Background: an optimization exercise with open tools, aiming at small area, a short achievable clock period and few clock cycles per item. Do not read the settings as production practice.
In this exercise RTL edits were held to simulation tests only and were not proved equivalent to the original.
Power is estimated from default activity; no workload was simulated.

job 7524:
==> flow/design.v (excerpt) <==
module sliding_median_filter (
    input  logic                 clk,
    input  logic                 rst_n,
    input  logic                 samples_valid,
    output logic                 samples_ready,
    input  logic [15:0]          samples_sample,
    input  logic                 samples_end_of_seq,
    output logic                 medians_valid,
    input  logic                 medians_ready,
    output logic [15:0]          medians_median,
    output logic                 medians_last_out,
    input  logic                 cfg_valid,
    output logic                 cfg_ready,
    input  logic [3:0]           cfg_window_len
);
    logic [CFG_WIDTH-1:0] window_len_reg;
    logic        adv;
    logic        adv_next;
    logic        a_v, a_fill, a_emit, a_last;
    logic [3:0]  a_ws;
    logic [15:0] a_y;
    logic        push;
    logic [15:0] push_median;
    logic        push_last;
    assign cfg_ready = 1'b1;
    always_ff @(posedge clk or negedge rst_n)
    begin
        if (!rst_n)
            window_len_reg <= WINDOW_LEN_RESET;
        else if (cfg_valid)
            window_len_reg <= cfg_window_len;
    end
    smf_front u_front (
        .clk                (clk),
        .rst_n              (rst_n),
        .window_len         (window_len_reg),
        .adv                (adv),
        .adv_next           (adv_next),
        .samples_valid      (samples_valid),
        .samples_ready      (samples_ready),
        .samples_sample     (samples_sample),
  ...
Settings: LEC_CHECK=0, CAP_MARGIN=20, CORE_MARGIN=2, CORE_UTILIZATION=40, SLEW_MARGIN=20; clock period 10.0 ns.
run.sh (not shown) runs the stock make flow with config.mk's settings and CLKGATE_MAP_FILE= SYNTH_SCRIPT=/design/flow/synth_recipe.tcl, a recipe that flattens the netlist after the stock synthesis.
Job 7524 | status: complete | timing, DRC, antenna: pass
Testbench counts of job 7524, summed over its fixed seeds: cycles 12,155, items 11,227.
> inputs changed (job 7524 -> job 1748)
# job 7524
export LEC_CHECK = 0
export CAP_MARGIN = 20
export CORE_MARGIN = 2
export CORE_UTILIZATION = 40
export SLEW_MARGIN = 20
create_clock -name core_clock -period 10.0 [get_ports {clk}]
# job 1748
export LEC_CHECK = 0
export CAP_MARGIN = 20
export CORE_MARGIN = 2
export CORE_UTILIZATION = 55
export PLACE_DENSITY = 0.72
export SLEW_MARGIN = 20
export SETUP_SLACK_MARGIN = 6.6
create_clock -name core_clock -period 10.0 [get_ports {clk}]
==> flow/flow/run.sh (new file) <==
#!/bin/bash
# Standard ORFS layout, with the setup repair aimed at a tighter slack target.
# The clock, the constraints and every step are the standard flow's own (standard.sh); only
# the repair target differs. Each tool's output is kept in a log file here.
set -euo pipefail
cd "$(dirname "$0")/.."
bash standard.sh synth > flow_synth.log 2>&1
margin=$(cat flow/margin.txt)
echo "export SETUP_SLACK_MARGIN = ${margin}" >> config.mk
bash standard.sh > flow_layout.log 2>&1
==> flow/flow/margin.txt (new file) <==
6.6
==> flow/standard.sh (new file) <==
#!/bin/bash
# synth_recipe.tcl (not shown) runs the flow's synth.tcl, then flattens the netlist and writes it again
# the make line also repeats each setting of config.mk as NAME=value (left out here)
make -C /OpenROAD-flow-scripts/flow DESIGN_CONFIG=/design/flow/config.mk WORK_HOME=/design/flow/orfs CLKGATE_MAP_FILE= SYNTH_SCRIPT=/design/flow/synth_recipe.tcl "${@:-finish}"
removed: flow/run.sh
Notes after the runs:
- The lower sum of internal, switching and leakage power came out of job 7524.
- | sequential portion of the cell area | job 1748 vs job 7524 | ≈ equal |
- Compared with job 7524, in job 1748 peak supply drop shows an increase of 170%; number of antenna repair diodes has decreased; clock slew at the register clock pins of the worst setup and hold paths comparable.
- Summary of job 1748 over job 7524: met1 capacity usage during global routing saw an increase; effective utilization at floorplan now larger; global-route usage picked up an extra 8.7 points.
- Changes observed in job 1748 relative to job 7524: timing-limited maximum frequency up about 30%; cell area after layout +100 µm².
What job 8991 does differently from job 1748 at the input level:
# job 1748
export LEC_CHECK = 0
export CAP_MARGIN = 20
export CORE_MARGIN = 2
export CORE_UTILIZATION = 55
export PLACE_DENSITY = 0.72
export SLEW_MARGIN = 20
export SETUP_SLACK_MARGIN = 6.6
create_clock -name core_clock -period 10.0 [get_ports {clk}]
# job 8991
export LEC_CHECK = 0
export CAP_MARGIN = 20
export CORE_MARGIN = 2
export CORE_UTILIZATION = 40
export CTS_CLUSTER_DIAMETER = 80
export CTS_CLUSTER_SIZE = 20
export SLEW_MARGIN = 20
export SETUP_SLACK_MARGIN = 6.6
create_clock -name core_clock -period 10.0 [get_ports {clk}]
Results
Job 8991 vs. job 1748: leakage power figure went down by 0.21 nW. The run showing the greater clock transition time at the flip-flop clock pins of the worst setup and hold paths is job 8991. Looking only at fraction of final layout cells sized beyond drive strength 1, and setting everything else aside, the higher value of job 8991 and job 1748 goes to job 1748. Job 1748 consumes more power than job 8991. The signed area change from the synthesized netlist to the final layout of job 8991 falls short of that of job 1748 by 0.30 points. Against job 1748 as the reference, job 8991 delivers a higher total of cells resized after clock tree synthesis. Job 8991 — global-route wire length before repair 3.7% higher, job 1748 as reference. Maximum operating frequency: job 8991 vs job 1748 up about 2.2%. Sort job 8991 and job 1748 by horizontal extent of the die, descending, and job 8991 comes first. Summary: with job 1748 as the reference, pin count of the biggest net entering global routing in job 8991 moved down by a few percent.
### job 8991 -> job 4274
# job 8991
export LEC_CHECK = 0
export CAP_MARGIN = 20
export CORE_MARGIN = 2
export CORE_UTILIZATION = 40
export CTS_CLUSTER_DIAMETER = 80
export CTS_CLUSTER_SIZE = 20
export SLEW_MARGIN = 20
export SETUP_SLACK_MARGIN = 6.6
create_clock -name core_clock -period 10.0 [get_ports {clk}]
# job 4274
export LEC_CHECK = 0
export CAP_MARGIN = 20
export CORE_MARGIN = 2
export CORE_UTILIZATION = 40
export SLEW_MARGIN = 20
export TNS_END_PERCENT = 5
export SETUP_SLACK_MARGIN = 6.6
create_clock -name core_clock -period 10.0 [get_ports {clk}]
## What came out
A type of the worst setup path of reg -> reg is what job 8991 shows, while reg -> out belongs to job 4274.
On power after layout, job 8991 beats job 4274.
Via count delta (job 8991 -> job 4274): insignificant
Combinational power in job 4274 is about 2% lower than in job 8991
Diff job 8991 -> job 4274 | maximum net fanout on the critical path | decrease of 8

==> re-timing with driven ports <==
The results above use ideal ports. As a check the final layouts listed here were re-extracted and re-timed, cells and wires unchanged.
Step 1 (the two cells are an assumption about what drives the block):
set clk [get_ports {clk}]
set_driving_cell -lib_cell sky130_fd_sc_hd__clkbuf_16 $clk
set_driving_cell -lib_cell sky130_fd_sc_hd__buf_2 [delete_from_list [all_inputs] $clk]
Step 2 adds t to the input delays and takes it off the output delays; t is the mean of the earliest and latest rising clock arrival at the registers after step 1. Input paths then give back, and output paths get back, about the clock's delay inside the block.
Three values: ideal, step 1, step 2; two values: the first two.
run | t (ns) | setup slack, ns | hold WS [ns]
job 7524 | 0.663 | 5.467 / 5.467 / 5.467 | 0.437 / 0.437 / 0.437
job 1748 | 0.661 | 6.506 / 6.506 / 6.152 | 0.447 / 0.447 / 0.447
job 8991 | 0.699 | 6.580 / 6.580 / 6.116 | 0.426 / 0.426 / 0.426
job 4274 | 0.685 | 6.473 / 6.414 / 6.085 | 0.421 / 0.421 / 0.421
After both steps setup and hold are still met in every run listed. For job 8991, which loses most, drivers alone change the setup slack by 0.000 ns; drivers and shift together by -0.464 ns.
